What follows belongs to an exercise in optimizing a design on an open flow for small area and a short achievable clock period; a production flow would make more cautious choices. RTL that was checked went through simulation tests only; none was proved equivalent to the original. No functional check of the RTL was part of runs 3 to 5. Power and IR drop assume default switching activity.

### design/flow/flow/run.sh
#!/bin/bash
# Layout flow: the standard flow (standard.sh) with two changes:
#  - the port buffers are buf_4 cells (buffer_ports -buffer_cell)
#  - CTS builds the tree from clkbuf_16 cells in larger sink clusters and adds
#    no dummy loads
# The full make output goes to flow_make.log in the work folder; ORFS's own
# per-step logs are under orfs/logs/.
set -euo pipefail
export BUFFER_PORTS_ARGS="-buffer_cell sky130_fd_sc_hd__buf_4"
export CTS_ARGS="-sink_clustering_enable -repair_clock_nets -dont_use_dummy_load -buf_list sky130_fd_sc_hd__clkbuf_16 -sink_clustering_size 30 -sink_clustering_max_diameter 60"
bash standard.sh > flow_make.log 2>&1
### design/flow/standard.sh
#!/bin/bash
# synth_recipe.tcl (not shown) runs the flow's synth.tcl, then flattens the netlist and writes it again
# the make line also repeats each setting of config.mk as NAME=value (left out here)
make -C /OpenROAD-flow-scripts/flow DESIGN_CONFIG=/design/flow/config.mk WORK_HOME=/design/flow/orfs CLKGATE_MAP_FILE= SYNTH_SCRIPT=/design/flow/synth_recipe.tcl "${@:-finish}"
### design/flow/config.mk
export PLATFORM = sky130hd
export DESIGN_NAME = dmem_wait_responder
export DESIGN_NICKNAME = dmem_wait_responder
export VERILOG_FILES = /design/flow/design.v
export SDC_FILE = /design/flow/constraint.sdc
export NUM_CORES = 4
export LEC_CHECK = 0
export CAP_MARGIN = 20
export CORE_MARGIN = 2
export CORE_UTILIZATION = 40
export SETUP_SLACK_MARGIN = 2.8
export SLEW_MARGIN = 20
export SYNTH_HIERARCHICAL = 1
export SYNTH_MINIMUM_KEEP_SIZE = 0
### design/flow/constraint.sdc
create_clock -name core_clock -period 5.5 [get_ports {clk}]
set_input_delay 1.1000 -clock core_clock [delete_from_list [all_inputs] [get_ports {clk}]]
set_output_delay 1.1000 -clock core_clock [all_outputs]
set_load 0.01 [all_outputs]
### design/flow/design.v
package dmem_pkg;
    localparam int WORD_ALIGN_BITS = 2;
    function automatic logic addr_err(input logic [31:0] addr, input int addr_bits);
        addr_err = (addr[WORD_ALIGN_BITS-1:0] != '0) ||
               ((addr >> (addr_bits + WORD_ALIGN_BITS)) != 32'd0);
    endfunction
endpackage
module dmem_ld_mux (
    input  logic q,
    input  logic d,
    input  logic ld,
    input  logic ld_n,
    output logic y
);
    assign y = (q & ld_n) | (d & ld);
endmodule
module dmem_rd_aoi3 (
    input  logic [2:0] d,
    input  logic [2:0] s,
    output logic       y_n
);
    assign y_n = ~((d[0] & s[0]) | (d[1] & s[1]) | (d[2] & s[2]));
endmodule
module dmem_rd_col (
    input  logic [63:0] d,
    input  logic [63:0] s,
    input  logic        q,
    input  logic        hold,
    input  logic        take,
    output logic        y
);
    logic [21:0] part_n;
    for (genvar g = 0; g < 21; g++) begin : g_aoi
        dmem_rd_aoi3 u_aoi (
            .d   (d[3*g+2:3*g]),
            .s   (s[3*g+2:3*g]),
            .y_n (part_n[g])
        );
    end
    assign part_n[21] = ~(d[63] & s[63]);
    assign y = (q & hold) | (~(&part_n) & take);
endmodule
module dmem_wait_responder #(
    parameter int ADDR_BITS = 6,
    parameter int LATENCY   = 2,
    parameter int DATA_W    = 32
) (
    input  logic              clk,
    input  logic              reset,
    input  logic              req,
    input  logic              we,
    input  logic [31:0]       addr,
    input  logic [DATA_W-1:0] wdata,
    output logic [DATA_W-1:0] rdata,
    output logic              ready,
    output logic              err,
    output logic              busy
);
    localparam int NWORDS = 1 << ADDR_BITS;
    logic                 s1, s2, s3;      
    logic                 busy_q;
    logic                 err_o;
    logic [7:0]           hi_q;            
    logic [7:0]           lo_q;            
    logic                 err_q;
    logic [DATA_W-1:0]    rdata_q;
    logic [DATA_W-1:0]    rdata_d;
    logic [DATA_W-1:0]    mem_q [NWORDS];
    logic [DATA_W-1:0]    mem_d [NWORDS];
    logic [NWORDS-1:0]    rsel;            
    logic [NWORDS-1:0]    rsel_q;          
    logic [NWORDS-1:0]    wsel;            
    logic [NWORDS-1:0]    wsel_n;
    logic                 accept;
    logic                 in_err;
    logic [ADDR_BITS-1:0] in_idx;
    logic                 r_hold;
    logic                 r_take;
    assign accept = req && !busy_q && !reset;
    assign in_err = dmem_pkg::addr_err(addr, ADDR_BITS);
    assign in_idx = addr[ADDR_BITS+1:dmem_pkg::WORD_ALIGN_BITS];
    always_comb begin
        for (int w = 0; w < NWORDS; w++) begin
            rsel[w]   = hi_q[w / 8] && lo_q[w % 8];
            wsel[w]   = (in_idx == ADDR_BITS'(w)) && !in_err && accept && we;
            wsel_n[w] = !wsel[w];
        end
    end
    for (genvar w = 0; w < NWORDS; w++) begin : g_word
        for (genvar b = 0; b < DATA_W; b++) begin : g_bit
            dmem_ld_mux u_ld (
                .q    (mem_q[w][b]),
                .d    (wdata[b]),
                .ld   (wsel[w]),
                .ld_n (wsel_n[w]),
                .y    (mem_d[w][b])
            );
        end
    end
    always_ff @(posedge clk) begin
        for (int w = 0; w < NWORDS; w++) begin
            mem_q[w] <= mem_d[w];
        end
    end
    assign r_hold = !s2 && !reset;
    assign r_take = s2 && !reset;
    for (genvar b = 0; b < DATA_W; b++) begin : g_col
        logic [NWORDS-1:0] col;
        for (genvar w = 0; w < NWORDS; w++) begin : g_w
            assign col[w] = mem_q[w][b];
        end
        dmem_rd_col u_col (
            .d    (col),
            .s    (rsel_q),
            .q    (rdata_q[b]),
            .hold (r_hold),
            .take (r_take),
            .y    (rdata_d[b])
        );
    end
    always_ff @(posedge clk) begin
        rdata_q <= rdata_d;
    end
    always_ff @(posedge clk) begin
        rsel_q <= rsel;
    end
    always_ff @(posedge clk) begin
        if (!busy_q) begin
            for (int i = 0; i < 8; i++) begin
                hi_q[i] <= (in_idx[5:3] == 3'(i)) && !in_err;
                lo_q[i] <= (in_idx[2:0] == 3'(i)) && !in_err;
            end
            err_q <= in_err;
        end
    end
    always_ff @(posedge clk) begin
        if (reset) begin
            s1     <= 1'b0;
            s2     <= 1'b0;
            s3     <= 1'b0;
            busy_q <= 1'b0;
            err_o  <= 1'b0;
        end else begin
            s1     <= accept;
            s2     <= s1;
            s3     <= s2;
            busy_q <= accept || s1 || s2;
            err_o  <= s2 && err_q;
        end
    end
    assign rdata = rdata_q;
    assign ready = s3;
    assign err   = err_o;
    assign busy  = busy_q;
endmodule
==> results.cfg, run 1 <==
[yosys]
synth_nets = 5541
synth_seq_cells = 2166
synth-async-reset-ratio_pct = 0
synth.mux.area_fraction_pct = 0
synth_cell_types = 29
synthAdderAreaFrac_pct = 0
synth-edff-count = 17
yosysSeqAreaShare_pct = 60.4
synth-compound-area-share_pct = 35.2
syn_inst = 5473
synthesis.area_sq_um = 72100
syn_area_per_cell_sq_um = 13.2
synth_top_family_by_area = compound AO/OA/AOI/OAI gates
yosys.area_share.simple_pct = 4.12
yosysWarnings = 10
synth-main-ff-cell = dfxtp_1
synthXorXnorAreaFrac_pct = 0

[sta]
fin_skew_ps = 102
period_needed_ps = 3050
setup_ws_ps = 2450
fin_crit_sh_pct = 55.4
fin_setup_tns_ps = 0
rsz0062_at_grt = yes
maxSlewHeadroom_pct = 22.5
hold_violations = 0
setup-violations-final = 0
worst_slew_pin_slew_ps = 1160
drv_slew = 0
max_freq_mhz = 328

[clock_tree]
hold_buffers = 0
clk_pin_slew_ps = 80
cts_buffers = 134
cts_buffer_depth = 3
clkSinkCount = 2166
tritoncts = done
clkLatencyLatePin_ps = 830
clock_tree.root_cell = clkbuf_16
h-tree-depth = 4

[drt]
wl_met3_mm = 26.2
routed_wirelength_mm = 273
drtAntennaViolNets = 0
vias = 59000
drt_iter0_drc = 10000
topRoutingLayerUsed = met4
m1WireLength_mm = 115
drt_drc_violations_left = 0
routed_via_density = 7.11
met2WireLength_mm = 121
dr.pass1.iters = 12
wire_per_inst_um = 32.9

[power_and_ir_drop]
p_per_area_nw_per_um2 = 315
leakagePower_nw = 30.1
ir_drop_mv = 0.231

[placement]
io_buffers = 102
post-dp-hpwl_mm = 158
dpl.cell_count = 8102
place_ws_ps = 1260
placed_area_sq_um = 77900
place.gp.congestion = 0.846

[floorplan]
die_y_um = 429
coreArea_sq_um = 179000
dieArea_sq_um = 184000
rows = 155
die_w_um = 429
io_pins = 103
start_util_pct = 40.3

[hold_path]
hp-class = reg -> reg

[finish]
multi_input_area_sq_um = 29100
postLayoutCellArea_sq_um = 82400
stdcell_count = 8302
final_layout_size_suffix_gt1_share_pct = 10.6
area_growth_syn_to_layout_pct = 14.3
fill_cells = 16200
register_area_sq_um = 43500
final_net_count = 6014

[critical_path]
crit_fanout = 32
cp_top_family = compound AO/OA/AOI/OAI gates
cp.buffers_inverters = 1
critPathLaunchType = flop
cp.arrival_ps = 3750
cpPeakStageDelay_ps = 720
crit_slowest_cell = a222oi_1
worstPathRequired_ps = 6210
cp-end-kind = flop
path_cells = buf_4 -> a222oi_1 -> nand4_1 -> o41a_1 -> a221o_1
crit_type = reg -> reg

[grt]
grt-ovfl-total = 0
grt_max_degree = 66
first_global_vias = 55100
grt_usage_pct = 28.2
grt_pass1_wl_mm = 394
antenna_found_initial = 7

[run]
cap_violations = 0

[status]
status = timing/DRC/antenna clean
layer usage:
metal / up-vias / GRT usage (%)
met5: - / 0
met4: 0 / 11.6
met3: 399 / 5.96
met2: 3203 / 42.1
met1: 30300 / 39.4
li1: 25100 / -
layout make-up:
class	count	area share (%)
Clock buffer	134	4.07
Sequential cell	2166	52.9
Antenna cell	3	0.00911
Multi-Input combinational cell	3257	35.3
Inverter	1	0.00456
Tap cell	2355	3.58
Timing Repair Buffer	386	4.14
worst paths after layout:
check	end	slack, ps	depth (start not counted)	from
max	rdata_q[27]$_DFF_P_	2450	5	rsel_q[10]$_DFF_P_
min	s2$_SDFF_PP0_	460	1	s1$_SDFF_PP0_
max reg2reg	rdata_q[27]$_DFF_P_	2450	5	rsel_q[10]$_DFF_P_
min reg2reg	s2$_SDFF_PP0_	460	1	s1$_SDFF_PP0_
state kept, by name, summed over array words and instances (netlist names):
signal / cells
busy_q: 1
err_o: 1
err_q: 1
hi_q: 8
lo_q: 8
mem_q: 2048
rdata_q: 32
rsel_q: 64
s1: 1
s2: 1
s3: 1
power by group:
part	internal (mW)	leakage, nW	switching (mW)	total (mW)
clock network	4.33	1.65	5.16	9.49
logic	0.0944	11.0	0.593	0.688
registers	15.7	17.5	0.0363	15.7
through the flow:
stage	power [mW]	hold WS (ps)	util (%)
final	25.9	460	46.1
after global routing	26.6	457	46.1
after CTS	26.0	453	45.8
after detailed placement	16.7	454	43.6
after global placement	16.7	449	43.6
after floorplan	16.2	420	-
cells in the final DEF (no fill, tap or decap), types with 2 or more instances in the layout:
master | synthesis | layout
buf_4 | 0 | 326
buf_12 | 0 | 18
nand3b_1 | 6 | 6
nand3_1 | 35 | 35
nand4_1 | 129 | 129
diode_2 | 0 | 3
and2_1 | 65 | 65
nor2b_1 | 3 | 2
nor2_1 | 5 | 3
dfxtp_4 | 0 | 3
nand4_4 | 0 | 3
a221o_1 | 32 | 32
buf_8 | 0 | 6
and4_1 | 32 | 32
buf_16 | 0 | 5
clkbuf_16 | 0 | 136
a22o_1 | 2048 | 2048
o41a_1 | 32 | 32
nand2_1 | 34 | 34
edfxtp_1 | 17 | 17
nor3_1 | 17 | 17
or3b_1 | 4 | 4
or4_1 | 63 | 35
dfxtp_1 | 2149 | 2145
nor4_2 | 0 | 52
buf_6 | 0 | 29
nor4_4 | 0 | 18
a222oi_1 | 672 | 672
or4_4 | 1 | 30
Yosys cell counts (2+ instances only):
| library cell | count | area (sq um) |
|---|---|---|
| a221o_1 | 32 | 320 |
| a222oi_1 | 672 | 6730 |
| a22o_1 | 2048 | 17900 |
| and2_1 | 65 | 407 |
| and4_1 | 32 | 280 |
| buf_2 | 19 | 95.1 |
| clkbuf_1 | 30 | 113 |
| clkbuf_2 | 2 | 10.0 |
| dfxtp_1 | 2149 | 43000 |
| edfxtp_1 | 17 | 510 |
| nand2_1 | 34 | 128 |
| nand3_1 | 35 | 175 |
| nand3b_1 | 6 | 45.0 |
| nand4_1 | 129 | 807 |
| nor2_1 | 5 | 18.8 |
| nor2b_1 | 3 | 18.8 |
| nor3_1 | 17 | 85.1 |
| nor4_1 | 70 | 438 |
| o41a_1 | 32 | 360 |
| or3_1 | 2 | 12.5 |
| or3b_1 | 4 | 35.0 |
| or4_1 | 63 | 473 |
Yosys stat by module, one instance, submodules excluded:
| module | copies in the design | flip-flops and latches | area (sq um) | cells inside |
|---|---|---|---|---|
| dmem_wait_responder | 1 | 2166 | 45400 | 2465 |
| dmem_rd_col | 32 | 0 | 63.8 | 9 |
| dmem_rd_aoi3 | 672 | 0 | 10.0 | 1 |
| dmem_ld_mux | 2048 | 0 | 8.76 | 1 |
kinds of logic after synthesis:
logic type      Yosys count
simple gates            470
buf+inv                  53
flops                  2166
compound gates         2784
timing repair:
action / in CTS / in global routing
resized for setup: 58 / 65
endpoints found under the setup margin: 2006 / 1042
setup buffers: 21 / 31
pin swaps: 101 / 35
hold endpoints to repair: 0 / 0
gates cloned: 7 / 3
worst reg2reg max path, stage by stage (launching register included):
cell and delay [ps]:
dfxtp_1 330, buf_4 250, a222oi_1 750, nand4_1 610, o41a_1 690, a221o_1 330
==> inputs of run 2 (changes only) <==
--- a/design/flow/design.v
+++ b/design/flow/design.v
@@ -64,4 +64,6 @@
     logic [7:0]           lo_q;            
     logic                 err_q;
+    logic                 wen_q;           
+    logic [DATA_W-1:0]    wdata_q;
     logic [DATA_W-1:0]    rdata_q;
     logic [DATA_W-1:0]    rdata_d;
@@ -83,5 +85,5 @@
         for (int w = 0; w < NWORDS; w++) begin
             rsel[w]   = hi_q[w / 8] && lo_q[w % 8];
-            wsel[w]   = (in_idx == ADDR_BITS'(w)) && !in_err && accept && we;
+            wsel[w]   = rsel[w] && wen_q;
             wsel_n[w] = !wsel[w];
         end
@@ -91,5 +93,5 @@
             dmem_ld_mux u_ld (
                 .q    (mem_q[w][b]),
-                .d    (wdata[b]),
+                .d    (wdata_q[b]),
                 .ld   (wsel[w]),
                 .ld_n (wsel_n[w]),
@@ -104,5 +106,5 @@
     end
     assign r_hold = !s2 && !reset;
-    assign r_take = s2 && !reset;
+    assign r_take = !reset;
     for (genvar b = 0; b < DATA_W; b++) begin : g_col
         logic [NWORDS-1:0] col;
@@ -123,7 +125,9 @@
     end
     always_ff @(posedge clk) begin
-        rsel_q <= rsel;
+        rsel_q <= rsel & {NWORDS{s1 && !reset}};
     end
     always_ff @(posedge clk) begin
+        wdata_q <= wdata;
+        wen_q   <= accept && we && !in_err;
         if (!busy_q) begin
             for (int i = 0; i < 8; i++) begin
--- a/design/flow/config.mk
+++ b/design/flow/config.mk
@@ -8,5 +8,5 @@
 export CAP_MARGIN = 20
 export CORE_MARGIN = 2
-export CORE_UTILIZATION = 40
+export CORE_UTILIZATION = 65
 export SETUP_SLACK_MARGIN = 2.8
 export SLEW_MARGIN = 20
==> run 2 against run 1 <==
- critical endpoint is now rdata_q[23]$_DFF_P_
- total power up 0.75%
- hold slack got worse by 38 ps
- largest power group unchanged
- wire length decreased by 3.3%
- critical path depth is 1 higher
- sequential share of layout area grew 2.1 points
- synthesized cell count is 0.31% higher
- non-clock buffer count is 92 lower
- via count increased by 1.4%
- register-to-register slack got worse by 30 ps
- cell count is 11% lower
==> results.cfg, run 2 <==
[power_and_ir_drop]
intPower_mw = 20.5
leakagePower_nw = 30.2
power_mw = 26.1
p_per_area_nw_per_um2 = 324
p_sw_mw = 5.63
p_sw_share_pct = 21.6
clkPwrFrac_pct = 36.8
pwr-share-comb_pct = 0.6
ir_drop_mv = 0.314
seqPwrFrac_pct = 62.5

[yosys]
syn_inst = 5490
yosysSeqAreaShare_pct = 61.1
synth_top_area_cell = dfxtp_1
synth-main-ff-cell = dfxtp_1
yosysWarnings = 10
synthTopCellsByArea = dfxtp_1 (60%), a22o_1 (25%), a222oi_1 (9.3%)
synthesis.area_sq_um = 72300
synth-edff-count = 17
synth-async-reset-ratio_pct = 0
synth_nets = 5558
syn_area_per_cell_sq_um = 13.2
synth_cell_types = 28
synth_top_area_share_pct = 60.4
synth_most_common_cell = dfxtp_1
ys_top_cells_by_count = dfxtp_1 (2182), a22o_1 (2048), a222oi_1 (672)
synth_seq_cells = 2199

[clock_tree]
tritoncts = done
cts_buffers = 139
clkLatencyLatePin_ps = 800
h-tree-depth = 4
clock_tree.root_cell = clkbuf_16
cts_buffer_depth = 3
clkSinkCount = 2199
clk_pin_slew_ps = 90

[floorplan]
dieArea_sq_um = 114000
coreArea_sq_um = 111000
die_y_um = 338
io_pins = 103
rows = 122
die_w_um = 338
start_util_pct = 65.4

[finish]
layout_common_cells = dfxtp_1 (2136), a22o_1 (2048), a222oi_1 (672)
register_area_sq_um = 44400
largest_register_ffs = 2048
final_net_count = 5997
layout_commonest_cell = dfxtp_1
area_growth_syn_to_layout_pct = 11.5
stdcell_count = 7426
fill_cells = 7674
reg_top3 = mem_q (2048), rsel_q (64)
multi_input_area_sq_um = 27800
final_layout_size_suffix_gt1_share_pct = 9.67
postLayoutCellArea_sq_um = 80600
regMostFlops = mem_q

[drt]
drt_drc_violations_left = 0
routed_via_density = 8.06
dr.pass1.iters = 14
drt_iter0_drc = 12300
wire_per_inst_um = 35.6
drtAntennaViolNets = 0
vias = 59900
routed_wirelength_mm = 264

[critical_path]
worstPathRequired_ps = 6160
cp-end-kind = flop
cpPeakStageDelay_ps = 860
crit_fanout = 4
crit_slowest_cell = a222oi_1
worstRegToRegCells = 6
cp.arrival_ps = 3740
path_cells = buf_4 -> clkbuf_16 -> a222oi_1 -> nand4_1 -> o41a_1 -> a221o_1
cp.buffers_inverters = 2
crit_type = reg -> reg
crit_cells = 6
cp_top_family = compound AO/OA/AOI/OAI gates
critPathLaunchType = flop

[sta]
max_freq_mhz = 324
hold_violations = 0
fin_crit_sh_pct = 56.1
setup_ws_ps = 2420
setup-violations-final = 0
drv_slew = 0
worst_slew_pin_slew_ps = 1240
rsz0062_at_grt = yes
period_needed_ps = 3080
maxSlewHeadroom_pct = 17.3
fin_setup_tns_ps = 0
fin_skew_ps = 56.1

[hold_path]
whs_path_depth = 1
hp-class = in -> reg

[placement]
io_buffers = 102
placed_area_sq_um = 76100
place.gp.congestion = 0.987
place_ws_ps = 2200
dpl.cell_count = 7202
post-dp-hpwl_mm = 150

[grt]
first_global_vias = 53900
grt_max_degree = 65
grt_usage_pct = 44.3
grt_pass1_wl_mm = 376
grt-ovfl-total = 0
antenna_found_initial = 16

[run]
cap_violations = 0

[status]
status = timing/DRC/antenna clean
-- run 2: cell types whose count changed in the layout (fill, tap and decap cells not counted), sizes merged, moves of 7 or more --
cell      before   now
buf          384   290
clkinvlp       0    67
nand2         34   101
and3           0    64
or4           65     3
and2          65     9
nor4          70    16
dfxtp       2149  2182
inv            1    28
nor3          17     6
diode          3    11
clkbuf       136   143
-- run 2: what timing repair did --
item | CTS | global route
buffers inserted | 12 | 23
endpoints found under the setup margin | 1377 | 396
pin swaps | 39 | 49
hold endpoints to repair | 0 | 0
gates cloned | 25 | 12
hold buffers | 0 | 0
gates resized for setup | 86 | 31
-- run 2: layer usage --
layer	global-route usage, %	wire, um
met4	21.9	15200
met1	62.3	101000
met2	61.0	108000
met3	14.4	39400
met5	0	329
-- run 2: final timing paths --
check / endpoint / slack [ps] / start
max: rdata_q[23]$_DFF_P_ / 2420 / rsel_q[51]$_DFF_P_
min: wdata_q[4]$_DFF_P_ / 420 / wdata[4]
max reg2reg: rdata_q[23]$_DFF_P_ / 2420 / rsel_q[51]$_DFF_P_
min reg2reg: s1$_SDFF_PP0_ / 470 / busy_q$_SDFF_PP0_
-- run 2: per-stage QoR --
step           hold WS [ps]  util, %
2_1_floorplan           420        -
3_3_place_gp            459     68.8
3_5_place_dp            457     68.9
4_1_cts                 388     72.5
5_1_grt                 404     72.9
6_report                422     73.0
-- run 2: logic make-up after synthesis --
logic type	Yosys count	share of synthesized area (%)
AOI/OAI and AO/OA	2785	35.1
buffers and inverters	93	0.493
DFF	2199	61.1
and+or+nand+nor	413	3.32
-- run 2: final cells by class --
type                       count  area share [%]
antenna                       11          0.0341
clock buffer                 139            4.31
inverter                      66           0.483
multi-input combinational   3198            34.5
sequential                  2199            55.0
tap                         1488            2.31
timing repair buffer         294            3.09
timing repair inverter        31           0.286
-- run 2: Yosys stat by module, one instance, submodules excluded --
module | area (sq um) | times used | flops+latches | cells inside
dmem_ld_mux | 8.76 | 2048 | 0 | 1
dmem_wait_responder | 45600 | 1 | 2199 | 2482
dmem_rd_aoi3 | 10.0 | 672 | 0 | 1
dmem_rd_col | 63.8 | 32 | 0 | 9
-- run 2: power groups by stage --
stage	Combinational, mW	Sequential [mW]	Clock (mW)
finish	0.165	16.3	9.62
global route	0.167	16.3	10.2
CTS	0.138	16.3	9.60
detailed placement	0.137	16.7	0
global placement	0.134	16.7	0
floorplan	0.0351	16.5	0
==> inputs of run 3 (changes only) <==
--- a/design/flow/design.v
+++ b/design/flow/design.v
@@ -61,9 +61,6 @@
     logic                 busy_q;
     logic                 err_o;
-    logic [7:0]           hi_q;            
-    logic [7:0]           lo_q;            
+    logic [ADDR_BITS-1:0] idx_q;
     logic                 err_q;
-    logic                 wen_q;           
-    logic [DATA_W-1:0]    wdata_q;
     logic [DATA_W-1:0]    rdata_q;
     logic [DATA_W-1:0]    rdata_d;
@@ -71,5 +68,4 @@
     logic [DATA_W-1:0]    mem_d [NWORDS];
     logic [NWORDS-1:0]    rsel;            
-    logic [NWORDS-1:0]    rsel_q;          
     logic [NWORDS-1:0]    wsel;            
     logic [NWORDS-1:0]    wsel_n;
@@ -84,6 +80,6 @@
     always_comb begin
         for (int w = 0; w < NWORDS; w++) begin
-            rsel[w]   = hi_q[w / 8] && lo_q[w % 8];
-            wsel[w]   = rsel[w] && wen_q;
+            rsel[w]   = (idx_q == ADDR_BITS'(w)) && !err_q && s2;
+            wsel[w]   = (in_idx == ADDR_BITS'(w)) && !in_err && accept && we;
             wsel_n[w] = !wsel[w];
         end
@@ -93,5 +89,5 @@
             dmem_ld_mux u_ld (
                 .q    (mem_q[w][b]),
-                .d    (wdata_q[b]),
+                .d    (wdata[b]),
                 .ld   (wsel[w]),
                 .ld_n (wsel_n[w]),
@@ -114,5 +110,5 @@
         dmem_rd_col u_col (
             .d    (col),
-            .s    (rsel_q),
+            .s    (rsel),
             .q    (rdata_q[b]),
             .hold (r_hold),
@@ -125,14 +121,6 @@
     end
     always_ff @(posedge clk) begin
-        rsel_q <= rsel & {NWORDS{s1 && !reset}};
-    end
-    always_ff @(posedge clk) begin
-        wdata_q <= wdata;
-        wen_q   <= accept && we && !in_err;
         if (!busy_q) begin
-            for (int i = 0; i < 8; i++) begin
-                hi_q[i] <= (in_idx[5:3] == 3'(i)) && !in_err;
-                lo_q[i] <= (in_idx[2:0] == 3'(i)) && !in_err;
-            end
+            idx_q <= in_idx;
             err_q <= in_err;
         end
==> design/flow/run.sh (new file) <==
#!/bin/bash
# synth_recipe.tcl (not shown) runs the flow's synth.tcl, then flattens the netlist and writes it again
# the make line also repeats each setting of config.mk as NAME=value (left out here)
make -C /OpenROAD-flow-scripts/flow DESIGN_CONFIG=/design/flow/config.mk WORK_HOME=/design/flow/orfs CLKGATE_MAP_FILE= SYNTH_SCRIPT=/design/flow/synth_recipe.tcl finish
--- a/design/flow/config.mk
+++ b/design/flow/config.mk
@@ -8,5 +8,5 @@
 export CAP_MARGIN = 20
 export CORE_MARGIN = 2
-export CORE_UTILIZATION = 65
+export CORE_UTILIZATION = 40
 export SETUP_SLACK_MARGIN = 2.8
 export SLEW_MARGIN = 20
removed: design/flow/flow/run.sh
removed: design/flow/standard.sh
==> run 3 against run 2 <==
- still clean
- die area grew 58%
- hold slack improved by 50 ps
- register-to-register slack worse by 570 ps
- total power is 16% higher
- non-clock buffer count is 199 higher
- count of clock-buffer cells in the layout up 170
- core utilization fell by 23 points
- setup slack worse by 570 ps
- largest power group unchanged
- highest routed layer unchanged
==> results.cfg, run 3 <==
[power_and_ir_drop]
intPower_mw = 23.6
seqPwrFrac_pct = 49.9
clkPwrFrac_pct = 48.1
ir_drop_mv = 0.246
pwr-share-comb_pct = 2.0
p_per_area_nw_per_um2 = 346
power_mw = 30.4
p_sw_share_pct = 22.5
p_sw_mw = 6.84
leakagePower_nw = 33.3

[yosys]
synth_top_area_share_pct = 59.0
synthTopCellsByArea = dfxtp_1 (59%), a22o_1 (25%), a222oi_1 (9.5%)
yosysWarnings = 10
synth_cell_types = 32
synth_top_area_cell = dfxtp_1
synth-async-reset-ratio_pct = 0
syn_area_per_cell_sq_um = 12.9
synthesis.area_sq_um = 70700
yosysSeqAreaShare_pct = 59.3
ys_top_cells_by_count = dfxtp_1 (2085), a22o_1 (2048), a222oi_1 (672)
syn_inst = 5468
synth_nets = 5536
synth-edff-count = 7
synth_most_common_cell = dfxtp_1
synth-main-ff-cell = dfxtp_1
synth_seq_cells = 2092

[finish]
final_net_count = 6198
fill_cells = 15200
register_area_sq_um = 42000
regMostFlops = mem_q
postLayoutCellArea_sq_um = 87900
layout_commonest_cell = dfxtp_1
layout_common_cells = dfxtp_1 (2061), a22o_1 (2048), a222oi_1 (672)
largest_register_ffs = 2048
reg_top3 = mem_q (2048), rdata_q (32), idx_q (6)
area_growth_syn_to_layout_pct = 24.3
final_layout_size_suffix_gt1_share_pct = 16.1
multi_input_area_sq_um = 30500

[grt]
grt_max_degree = 65
grt_pass1_wl_mm = 418
antenna_found_initial = 15
grt-ovfl-total = 0
grt_usage_pct = 31.0
first_global_vias = 57200

[sta]
fin_skew_ps = 54.6
fin_setup_tns_ps = 0
max_freq_mhz = 273
maxSlewHeadroom_pct = 20.1
hold_violations = 0
fin_crit_sh_pct = 66.5
worst_slew_pin_slew_ps = 1200
drv_slew = 0
setup-violations-final = 0
whs_ps = 472
period_needed_ps = 3660
rsz0062_at_grt = yes
setup_ws_ps = 1840

[placement]
placed_area_sq_um = 77300
io_buffers = 102
place.gp.congestion = 0.988
place_ws_ps = 1190
post-dp-hpwl_mm = 162

[drt]
drt_drc_violations_left = 0
routed_via_density = 7.12
met2WireLength_mm = 123
dr.pass1.iters = 10
topRoutingLayerUsed = met5
wl_met3_mm = 37.5
m1WireLength_mm = 121
routed_wirelength_mm = 297
wire_per_inst_um = 34.3
vias = 61600
drtAntennaViolNets = 0
drt_iter0_drc = 10800

[clock_tree]
hold_buffers = 0
clk_pin_slew_ps = 70
tritoncts = done
clock_tree.root_cell = clkbuf_16
clkLatencyLatePin_ps = 890
clkSinkCount = 2092
cts_buffers = 208
cts_buffer_depth = 3
h-tree-depth = 4

[critical_path]
worstPathRequired_ps = 6260
cp.buffers_inverters = 2
critPathLaunchType = flop
cp-end-kind = flop
crit_slowest_cell = o41a_1
cp_top_family = compound AO/OA/AOI/OAI gates
crit_type = reg -> reg
reg2reg_slack_ps = 1840
cpPeakStageDelay_ps = 780
cp.arrival_ps = 4410
crit_fanout = 32
path_cells = nor2b_4 -> buf_4 -> nand2_8 -> nor2_2 -> buf_12 -> a222oi_1 -> nand4_1 -> o41a_1 -> a221o_1

[hold_path]
hp-class = reg -> reg

[floorplan]
rows = 154
coreArea_sq_um = 176000
dieArea_sq_um = 180000
die_w_um = 424
die_y_um = 424
io_pins = 103
start_util_pct = 40.2

[run]
cap_violations = 0

[status]
status = timing/DRC/antenna clean
==> run 3: per-stage QoR <==
step / instances / util, %
3_3_place_gp: 8072 / 43.9
2_1_floorplan: 5468 / -
6_report: 8653 / 50.0
4_1_cts: 8553 / 49.2
3_5_place_dp: 8073 / 43.9
5_1_grt: 8650 / 50.0
==> run 3: layer usage <==
| metal | vias up | GRT usage, % |
|---|---|---|
| met3 | 597 | 9.02 |
| met1 | 31200 | 43.0 |
| li1 | 25800 | - |
| met2 | 4035 | 43.5 |
| met5 | - | 0 |
| met4 | 6 | 15.6 |
==> run 3: final cells by class <==
cell class,instances,share of cell area [%]
clock buffer,309,6.85
timing repair buffer,493,6.20
antenna,10,0.0285
multi-input combinational,3332,34.7
clock inverter,74,1.16
inverter,3,0.0128
sequential,2092,47.8
tap,2340,3.33
==> run 3: path summary, 6_finish.rpt <==
check	from	to	cells after the start
worst max-delay path	idx_q[2]$_DFFE_PN_	rdata_q[25]$_DFF_P_	9
worst min-delay path	s1$_SDFF_PP0_	s2$_SDFF_PP0_	1
worst max register to register	idx_q[2]$_DFFE_PN_	rdata_q[25]$_DFF_P_	9
worst min register to register	s1$_SDFF_PP0_	s2$_SDFF_PP0_	1
==> run 3: repair_timing <==
action | CTS | global route
pin swaps | 144 | 89
setup buffers | 70 | 71
gates cloned | 27 | 19
endpoints found under the setup margin | 2115 | 1893
resized for setup | 324 | 133
==> run 3: modules after synthesis (local to each module, per instance) <==
| module | cells inside | cell area, sq um | copies in the design | flip-flops and latches |
|---|---|---|---|---|
| dmem_ld_mux | 1 | 8.76 | 2048 | 0 |
| dmem_rd_aoi3 | 1 | 10.0 | 672 | 0 |
| dmem_rd_col | 9 | 63.8 | 32 | 0 |
| dmem_wait_responder | 2460 | 44000 | 1 | 2092 |
==> run 3: power groups by stage <==
stage	clock (mW)	combinational, mW	sequential (mW)
floorplan	0	0.0672	15.5
global placement	0	0.494	15.5
detailed placement	0	0.501	15.5
CTS	14.7	0.567	15.2
global route	15.4	0.629	15.2
finish	14.6	0.622	15.2
==> run 3: worst reg2reg max path, stage by stage (launching register included) <==
cell and delay, ps:
edfxtp_1 570, nor2b_4 110, buf_4 170, nand2_8 110, nor2_2 70, buf_12 170, a222oi_1 580, nand4_1 650
o41a_1 780, a221o_1 320
==> run 3: cells by family (layout without fill, tap and decap cells) <==
family / after synthesis / count (layout) / share of synthesized area, %
and+or+nand+nor: 530 / 548 / 4.42
buffers and inverters: 62 / 879 / 0.393
other: 0 / 10 / 0
AOI/OAI and AO/OA: 2784 / 2784 / 35.9
DFF: 2092 / 2092 / 59.3
==> inputs of run 4 (changes only) <==
==> design/flow/design.v (replaced) <==
package dmem_pkg;
    localparam int WORD_ALIGN_BITS = 2;
    function automatic logic addr_err(input logic [31:0] addr, input int addr_bits);
        addr_err = (addr[WORD_ALIGN_BITS-1:0] != '0) ||
               ((addr >> (addr_bits + WORD_ALIGN_BITS)) != 32'd0);
    endfunction
endpackage
module dmem_rd_aoi3 (
    input  logic [2:0] d,
    input  logic [2:0] s,
    output logic       y_n
);
    assign y_n = ~((d[0] & s[0]) | (d[1] & s[1]) | (d[2] & s[2]));
endmodule
module dmem_rd_col (
    input  logic [63:0] d,
    input  logic [63:0] s,
    output logic        y
);
    logic [21:0] part_n;
    for (genvar g = 0; g < 21; g++) begin : g_aoi
        dmem_rd_aoi3 u_aoi (
            .d   (d[3*g+2:3*g]),
            .s   (s[3*g+2:3*g]),
            .y_n (part_n[g])
        );
    end
    assign part_n[21] = ~(d[63] & s[63]);
    assign y = ~(&part_n);
endmodule
module dmem_wait_responder #(
    parameter int ADDR_BITS = 6,
    parameter int LATENCY   = 2,
    parameter int DATA_W    = 32
) (
    input  logic              clk,
    input  logic              reset,
    input  logic              req,
    input  logic              we,
    input  logic [31:0]       addr,
    input  logic [DATA_W-1:0] wdata,
    output logic [DATA_W-1:0] rdata,
    output logic              ready,
    output logic              err,
    output logic              busy
);
    localparam int NWORDS = 1 << ADDR_BITS;
    logic                 s1, s2, s3;      
    logic                 busy_q;
    logic                 err_o;
    logic [ADDR_BITS-1:0] idx_q;
    logic                 err_q;
    logic [DATA_W-1:0]    rdata_q;
    logic [DATA_W-1:0]    mem_q [NWORDS];
    logic [NWORDS-1:0]    rsel;            
    logic [NWORDS-1:0]    wsel;            
    logic [DATA_W-1:0]    ram_rdata;
    logic                 accept;
    logic                 in_err;
    logic [ADDR_BITS-1:0] in_idx;
    assign accept = req && !busy_q && !reset;
    assign in_err = dmem_pkg::addr_err(addr, ADDR_BITS);
    assign in_idx = addr[ADDR_BITS+1:dmem_pkg::WORD_ALIGN_BITS];
    always_comb begin
        for (int w = 0; w < NWORDS; w++) begin
            rsel[w] = (idx_q == ADDR_BITS'(w)) && !err_q;
            wsel[w] = (in_idx == ADDR_BITS'(w)) && !in_err && accept && we;
        end
    end
    for (genvar b = 0; b < DATA_W; b++) begin : g_col
        logic [NWORDS-1:0] col;
        for (genvar w = 0; w < NWORDS; w++) begin : g_w
            assign col[w] = mem_q[w][b];
        end
        dmem_rd_col u_col (
            .d (col),
            .s (rsel),
            .y (ram_rdata[b])
        );
    end
    always_ff @(posedge clk) begin
        for (int w = 0; w < NWORDS; w++) begin
            if (wsel[w]) begin
                mem_q[w] <= wdata;
            end
        end
    end
    always_ff @(posedge clk) begin
        if (!busy_q) begin
            idx_q <= in_idx;
            err_q <= in_err;
        end
    end
    always_ff @(posedge clk) begin
        if (reset) begin
            s1      <= 1'b0;
            s2      <= 1'b0;
            s3      <= 1'b0;
            busy_q  <= 1'b0;
            err_o   <= 1'b0;
            rdata_q <= '0;
        end else begin
            s1     <= accept;
            s2     <= s1;
            s3     <= s2;
            busy_q <= accept || s1 || s2;
            err_o  <= s2 && err_q;
            if (s2) begin
                rdata_q <= ram_rdata;
            end
        end
    end
    assign rdata = rdata_q;
    assign ready = s3;
    assign err   = err_o;
    assign busy  = busy_q;
endmodule
==> run 4 against run 3 <==
- still clean on timing, DRC and antenna
- wire length is 21% lower
- cell count is 23% lower
- clock power is about 10% lower
- highest routed layer is now met4
- largest power group unchanged
- critical endpoint is now rdata_q[28]$_SDFFE_PP0P_
==> results.cfg, run 4 <==
[yosys]
synth_nets = 3449
synth_top_area_share_pct = 84.4
yosysWarnings = 8
synth-edff-count = 2055
synth_most_common_cell = edfxtp_1
synth_cell_types = 34
yosysSeqAreaShare_pct = 85.4
synthesis.area_sq_um = 73100
synthTopCellsByArea = edfxtp_1 (84%), a222oi_1 (9.2%), nand4_1 (1.1%)
synth-async-reset-ratio_pct = 0
synth-main-ff-cell = edfxtp_1
ys_top_cells_by_count = edfxtp_1 (2055), a222oi_1 (672), nand4_1 (130)
syn_inst = 3381
synth_seq_cells = 2092
syn_area_per_cell_sq_um = 21.6
synth_top_area_cell = edfxtp_1

[sta]
setup_ws_ps = 1960
fin_crit_sh_pct = 64.4
max_freq_mhz = 282
maxSlewHeadroom_pct = 30.9
fin_skew_ps = 26.5
rsz0062_at_grt = yes
period_needed_ps = 3540
worst_slew_pin_slew_ps = 1040
fin_setup_tns_ps = 0
setup-violations-final = 0
drv_slew = 0
hold_violations = 0

[drt]
routed_wirelength_mm = 235
routed_via_density = 6.48
drt_iter0_drc = 9465
dr.pass1.iters = 14
drtAntennaViolNets = 0
vias = 43200
wire_per_inst_um = 35.2
drt_drc_violations_left = 0

[floorplan]
dieArea_sq_um = 186000
start_util_pct = 40.3
die_w_um = 431
rows = 156
die_y_um = 431
io_pins = 103
coreArea_sq_um = 181000

[clock_tree]
cts_buffers = 192
hold_buffers = 0
clock_tree.root_cell = clkbuf_16
h-tree-depth = 4
clkLatencyLatePin_ps = 850
clkSinkCount = 2092
cts_buffer_depth = 3
clk_pin_slew_ps = 70
tritoncts = done

[finish]
layout_common_cells = edfxtp_1 (2055), a222oi_1 (672), buf_4 (254)
area_growth_syn_to_layout_pct = 23.4
final_net_count = 4193
final_layout_size_suffix_gt1_share_pct = 24.1
regMostFlops = mem_q
fill_cells = 14300
reg_top3 = mem_q (2048), rdata_q (32), idx_q (6)
largest_register_ffs = 2048
layout_commonest_cell = edfxtp_1

[power_and_ir_drop]
p_per_area_nw_per_um2 = 345
leakagePower_nw = 29.4
ir_drop_mv = 0.313

[grt]
grt_usage_pct = 24.1
grt_pass1_wl_mm = 315
antenna_found_initial = 12
first_global_vias = 40000
grt-ovfl-total = 0
grt_max_degree = 65

[hold_path]
hp-class = reg -> reg

[placement]
io_buffers = 102
place_ws_ps = 1240
place.gp.congestion = 0.963
post-dp-hpwl_mm = 125

[critical_path]
worstPathRequired_ps = 6220
cp.arrival_ps = 4260
crit_type = reg -> reg
cp-end-kind = flop
crit_fanout = 10
critPathLaunchType = flop

[status]
status = timing/DRC/antenna clean

[run]
cap_violations = 0
## run 4: cell count changes after synthesis, sizes merged, moves of 33 or more
cell    previous run  this run
a22o            2048         0
dfxtp           2085        37
nand4            163       130
or4               36         2
edfxtp             7      2055
## run 4: layer usage
layer / vias to the layer above / share of wire [%] / track usage [%] / wire length [um]
met4: 0 / 4.2 / 10.1 / 9910
met1: 22200 / 37 / 33.7 / 87600
met2: 3183 / 45 / 35.6 / 105000
met3: 418 / 14 / 6.48 / 32300
li1: 17300 / - / - / -
met5: - / 0 / 0 / 0
## run 4: power breakdown
part           leakage (nW)  switching, mW  internal (mW)
clock network          2.98           5.81           7.26
logic                  7.65          0.468          0.115
registers              18.8        0.00570           17.5
## run 4: final timing paths
path | startpoint | end | slack, ps | cells after the start
hold / removal | s1$_SDFF_PP0_ | s2$_SDFF_PP0_ | 460 | 1
hold reg to reg | s1$_SDFF_PP0_ | s2$_SDFF_PP0_ | 460 | 1
setup reg to reg | idx_q[1]$_DFFE_PN_ | rdata_q[28]$_SDFFE_PP0P_ | 1960 | 13
setup / recovery | idx_q[1]$_DFFE_PN_ | rdata_q[28]$_SDFFE_PP0P_ | 1960 | 13
## run 4: what timing repair did
| item | CTS | global route |
|---|---|---|
| buffers inserted | 196 | 58 |
| pin swaps | 175 | 104 |
| resized for setup | 394 | 124 |
| setup endpoints to repair | 2115 | 2050 |
| endpoints found under the hold margin | 0 | 0 |
| gates cloned | 41 | 23 |
## run 4: layout make-up
class	count	area [sq um]	area share, %
multi-input cells	1288	12700	14.1
inverters	1	3.75	0.00416
flip-flops and latches	2092	62500	69.3
well taps	2370	2970	3.29
clock buffers	257	5240	5.81
clock inverters	99	863	0.957
diodes	8	20.0	0.0222
repair buffers	550	5930	6.57
## run 4: kinds of logic (layout without fill, tap and decap cells)
logic type	count (synthesis)	count (layout)	share of synthesized area, %
flip-flops	2092	2092	85.4
AO/OA/AOI/OAI	705	705	9.54
AND/OR/NAND/NOR	510	551	4.21
buffers and inverters	42	907	0.360
multiplexers	32	32	0.438
other	0	8	0
## run 4: worst max-delay path: stages, from the launching register on
cell	delay, ps
edfxtp_1	440
buf_4	160
buf_4	120
nor2_4	70
nand3_4	200
buf_12	160
nor2_4	50
buf_12	140
a222oi_1	490
nand4_1	680
nor4_4	590
nand2_1	90
mux2i_1	140
nor2_1	50
## run 4: per-module statistics from Yosys (local to each module, per instance)
| module | area (sq um) | flip-flops and latches |
|---|---|---|
| dmem_wait_responder | 64700 | 2092 |
| dmem_rd_col | 51.3 | 0 |
| dmem_rd_aoi3 | 10.0 | 0 |
## run 4: through the flow
step / cells / hold slack, ps / total power [mW] / util, % / cell area, sq um
2_1_floorplan: 3381 / 439 / 17.9 / - / 73500
3_3_place_gp: 5983 / 445 / 18.3 / 43.7 / 79100
3_5_place_dp: 5983 / 454 / 18.3 / 43.7 / 79100
4_1_cts: 6576 / 462 / 31.2 / 49.1 / 88900
5_1_grt: 6658 / 480 / 31.9 / 49.8 / 90200
6_report: 6665 / 459 / 31.2 / 49.8 / 90200
==> inputs of run 5 (changes only) <==
==> design/flow/design.v (replaced) <==
package dmem_pkg;
    localparam int WORD_ALIGN_BITS = 2;
    function automatic logic addr_err(input logic [31:0] addr, input int addr_bits);
        addr_err = (addr[WORD_ALIGN_BITS-1:0] != '0) ||
               ((addr >> (addr_bits + WORD_ALIGN_BITS)) != 32'd0);
    endfunction
endpackage
module dmem_word_ram #(
    parameter int ADDR_BITS = 6,
    parameter int DATA_W    = 32
) (
    input  logic                 clk,
    input  logic                 we,
    input  logic [ADDR_BITS-1:0] windex,
    input  logic [DATA_W-1:0]    wdata,
    input  logic [ADDR_BITS-1:0] rindex,
    output logic [DATA_W-1:0]    rdata
);
    logic [DATA_W-1:0] mem [0:(1<<ADDR_BITS)-1];
    always_ff @(posedge clk) begin
        if (we) begin
            mem[windex] <= wdata;
        end
    end
    always_comb begin
        rdata = '0;
        for (int w = 0; w < (1<<ADDR_BITS); w++) begin
            rdata = rdata | (mem[w] & {DATA_W{rindex == ADDR_BITS'(w)}});
        end
    end
endmodule
module dmem_wait_responder #(
    parameter int ADDR_BITS = 6,
    parameter int LATENCY   = 2,
    parameter int DATA_W    = 32
) (
    input  logic              clk,
    input  logic              reset,
    input  logic              req,
    input  logic              we,
    input  logic [31:0]       addr,
    input  logic [DATA_W-1:0] wdata,
    output logic [DATA_W-1:0] rdata,
    output logic              ready,
    output logic              err,
    output logic              busy
);
    logic                 s1, s2, s3;      
    logic                 busy_q;
    logic                 err_o;
    logic [ADDR_BITS-1:0] idx_q;
    logic                 err_q;
    logic                 we_q;
    logic [DATA_W-1:0]    wdata_q;
    logic [DATA_W-1:0]    rdata_q;
    logic [DATA_W-1:0]    ram_rdata;
    logic                 accept;
    assign accept = req && !busy_q;
    dmem_word_ram #(
        .ADDR_BITS (ADDR_BITS),
        .DATA_W    (DATA_W)
    ) u_ram (
        .clk    (clk),
        .we     (s1 && we_q && !err_q),
        .windex (idx_q),
        .wdata  (wdata_q),
        .rindex (idx_q),
        .rdata  (ram_rdata)
    );
    always_ff @(posedge clk) begin
        wdata_q <= wdata;
        if (!busy_q) begin
            idx_q <= addr[ADDR_BITS+1:dmem_pkg::WORD_ALIGN_BITS];
            err_q <= dmem_pkg::addr_err(addr, ADDR_BITS);
            we_q  <= we;
        end
    end
    always_ff @(posedge clk) begin
        if (reset) begin
            s1      <= 1'b0;
            s2      <= 1'b0;
            s3      <= 1'b0;
            busy_q  <= 1'b0;
            err_o   <= 1'b0;
            rdata_q <= '0;
        end else begin
            s1     <= accept;
            s2     <= s1;
            s3     <= s2;
            busy_q <= accept || s1 || s2;
            err_o  <= s2 && err_q;
            if (s2) begin
                rdata_q <= err_q ? '0 : ram_rdata;
            end
        end
    end
    assign rdata = rdata_q;
    assign ready = s3;
    assign err   = err_o;
    assign busy  = busy_q;
endmodule
--- a/design/flow/config.mk
+++ b/design/flow/config.mk
@@ -9,6 +9,3 @@
 export CORE_MARGIN = 2
 export CORE_UTILIZATION = 40
-export SETUP_SLACK_MARGIN = 2.8
 export SLEW_MARGIN = 20
-export SYNTH_HIERARCHICAL = 1
-export SYNTH_MINIMUM_KEEP_SIZE = 0
==> run 5 against run 4 <==
- cell count up 8.9%
- via count is 7.8% higher
- wire length is 14% higher
- non-clock buffer count is 210 lower
- critical path depth shrank 6
- still clean
- count of clock-buffer cells in the layout up 14
- sequential cell count rose by 33
- register-to-register slack worse by 920 ps
- combinational power up 140%
- clock skew up 17 ps
==> results.cfg, run 5 <==
[finish]
final_layout_size_suffix_gt1_share_pct = 15.1
final_net_count = 4626
reg_top3 = u_ram.mem (2048), rdata_q (32), wdata_q (32)
area_growth_syn_to_layout_pct = 16.1
regMostFlops = u_ram.mem
stdcell_count = 7257
layout_commonest_cell = edfxtp_1
largest_register_ffs = 2048
layout_common_cells = edfxtp_1 (2056), a22oi_1 (674), buf_4 (219)

[power_and_ir_drop]
p_sw_share_pct = 21.9
ir_drop_mv = 0.305
pwr-share-comb_pct = 4.2
leakagePower_nw = 28.2
intPower_mw = 25.7
p_sw_mw = 7.20
clkPwrFrac_pct = 41.8
p_per_area_nw_per_um2 = 366
seqPwrFrac_pct = 54.1

[clock_tree]
clk_pin_slew_ps = 70
cts_resized = 0
clkLatencyLatePin_ps = 860
post_cts_buffers = 0
clkSinkCount = 2125
cts_buffers = 206
h-tree-depth = 4
clock_tree.root_cell = clkbuf_16
cts_buffer_depth = 3
tritoncts = done
hold_buffers = 0

[drt]
routed_via_density = 6.41
wire_per_inst_um = 36.8
routed_wirelength_mm = 267
drt_iter0_drc = 8096
dr.pass1.iters = 6
drtAntennaViolNets = 0
drt_drc_violations_left = 0
vias = 46500

[critical_path]
worstReg2RegEnd = rdata_q[24]$_SDFFE_PP0P_
rr_startpoint = idx_q[3]$_DFFE_PN_
worstRegToRegCells = 7
critPathLaunchType = flop
worstPathRequired_ps = 6200
reg2reg_slack_ps = 1040
cp.arrival_ps = 5160
crit_type = reg -> reg
cp-end-kind = flop
crit_fanout = 31

[yosys]
synth_nets = 4345
synth-edff-count = 2056
synthesis.area_sq_um = 77400
synth-main-ff-cell = edfxtp_1
syn_area_per_cell_sq_um = 18.1
synth_most_common_cell = edfxtp_1
ys_top_cells_by_count = edfxtp_1 (2056), a22oi_1 (674), clkbuf_1 (163)
synth_cell_types = 68
synth_top_area_cell = edfxtp_1
yosysSeqAreaShare_pct = 81.5
synthTopCellsByArea = edfxtp_1 (80%), a22oi_1 (6.5%), dfxtp_1 (1.8%)
syn_inst = 4277
yosysWarnings = 2
synth_seq_cells = 2125
synth-async-reset-ratio_pct = 0
synth_top_area_share_pct = 79.7

[sta]
whs_ps = 496
rsz0062_at_grt = no
worst_slew_pin_slew_ps = 1200
fin_crit_sh_pct = 81.1
period_needed_ps = 4460
max_freq_mhz = 224
drv_slew = 0
fin_setup_tns_ps = 0
fin_skew_ps = 43.3
hold_violations = 0
setup-violations-final = 0
maxSlewHeadroom_pct = 20.2

[placement]
place.gp.congestion = 0.961
io_buffers = 102
post-dp-hpwl_mm = 165
dpl.cell_count = 6873

[grt]
antenna_found_initial = 10
grt_max_degree = 65
first_global_vias = 44100
grt_usage_pct = 26.5
grt_pass1_wl_mm = 362
grt-ovfl-total = 0

[hold_path]
whs_path_depth = 1
min-delay-start = s1$_SDFF_PP0_
min_to = s2$_SDFF_PP0_
hp-class = reg -> reg

[run]
cap_violations = 0

[status]
status = timing/DRC/antenna clean

[floorplan]
die_y_um = 444
dieArea_sq_um = 197000
start_util_pct = 40.2
io_pins = 103
die_w_um = 444
coreArea_sq_um = 192000
rows = 161
[run 5: stage by stage]
step	power [mW]	area, sq um	setup WS, ps	utilization, %
floorplan	18.7	77400	2070	-
global placement	19.4	83100	797	43.2
detailed placement	19.5	83300	1240	43.3
CTS	32.9	89800	1200	46.7
global route	33.6	89900	1080	46.7
finish	32.9	89900	1040	46.7
[run 5: how the worst max path moves through the flow]
stage,start,endpoint,slack [ps]
finish,idx_q[3]$_DFFE_PN_,rdata_q[24]$_SDFFE_PP0P_,1040
global route,idx_q[3]$_DFFE_PN_,rdata_q[24]$_SDFFE_PP0P_,1080
CTS,idx_q[3]$_DFFE_PN_,rdata_q[24]$_SDFFE_PP0P_,1200
detailed placement,idx_q[3]$_DFFE_PN_,rdata_q[24]$_SDFFE_PP0P_,1240
global placement,idx_q[3]$_DFFE_PN_,rdata_q[14]$_SDFFE_PP0P_,800
floorplan,idx_q[5]$_DFFE_PN_,u_ram.mem[16][0]$_DFFE_PP_,2070
[run 5: power groups by stage]
stage | registers [mW] | logic, mW | clock network [mW]
2_1_floorplan | 18.2 | 0.522 | 0
3_3_place_gp | 18.1 | 1.31 | 0
3_5_place_dp | 18.1 | 1.33 | 0
4_1_cts | 17.8 | 1.33 | 13.8
5_1_grt | 17.8 | 1.40 | 14.5
6_report | 17.8 | 1.38 | 13.7
[run 5: layout make-up]
| cell class | instances | area [sq um] |
|---|---|---|
| tap | 2526 | 3160 |
| sequential | 2125 | 63200 |
| fill | 16000 | 103000 |
| antenna | 6 | 15.0 |
| multi-input combinational | 1882 | 14000 |
| timing repair buffer | 340 | 3060 |
| inverter | 3 | 11.3 |
| clock buffer | 271 | 5520 |
| clock inverter | 104 | 981 |
[run 5: worst max-delay path: stages (launching register included)]
cell	delay [ps]
edfxtp_1	1070
nor2b_2	400
buf_4	350
nand2_2	810
a2bb2oi_1	300
nand4_1	270
nor4_1	880
a31oi_1	150
[run 5: cells by family (layout without fill, tap and decap cells)]
| group | after synthesis | in the layout | share of synthesized area, % |
|---|---|---|---|
| DFF | 2125 | 2125 | 81.5 |
| other | 0 | 6 | 0 |
| and+or+nand+nor | 754 | 754 | 5.23 |
| muxes | 100 | 100 | 1.33 |
| buffers and inverters | 270 | 718 | 1.62 |
| AOI/OAI and AO/OA | 1028 | 1028 | 10.3 |
[run 5: routing by layer]
layer / GRT usage (%) / share of wire, % / vias up / routed length (um)
met4: 12.8 / 5.4 / 4 / 14500
li1: - / - / 18400 / -
met1: 36.1 / 38 / 24000 / 101000
met3: 6.72 / 12 / 621 / 33300
met5: 0 / 0.010 / - / 27
met2: 39.8 / 44 / 3513 / 119000

[re-timing with driven ports]
In the flow no input, the clock included, has a driving cell. The finished layouts below were timed again as built, in two steps. Step 1 (the two cells are an assumption about what drives the block):
set clk [get_ports {clk}]
set_driving_cell -lib_cell sky130_fd_sc_hd__clkbuf_16 $clk
set_driving_cell -lib_cell sky130_fd_sc_hd__buf_2 [delete_from_list [all_inputs] $clk]
Step 2 times the ports against the registers' clock, not the clock port: input delays grow and output delays shrink by t, the midpoint of the rising clock arrivals with the driver on. Three values: ideal ports, drivers, drivers and shift; two values: the first two.
run | shift t [ns] | setup slack, ns | latest minus earliest clock arrival (ns) | slew at the worst register clock pin (ns)
run 1 | 0.866 | 2.452 / 2.452 / 1.887 | 0.124 / 0.124 | 0.11 / 0.11
run 2 | 0.849 | 2.417 / 2.417 / 2.105 | 0.056 / 0.056 | 0.10 / 0.10
run 3 | 0.951 | 1.843 / 1.843 / 1.732 | 0.057 / 0.057 | 0.07 / 0.07
run 4 | 0.919 | 1.959 / 1.959 / 1.810 | 0.034 / 0.033 | 0.07 / 0.07
run 5 | 0.927 | 1.038 / 1.038 / 1.038 | 0.048 / 0.048 | 0.07 / 0.07
After both steps setup and hold are still met in every run listed. For run 1, which loses most, drivers alone change the setup slack by 0.000 ns; drivers and shift together by -0.565 ns.
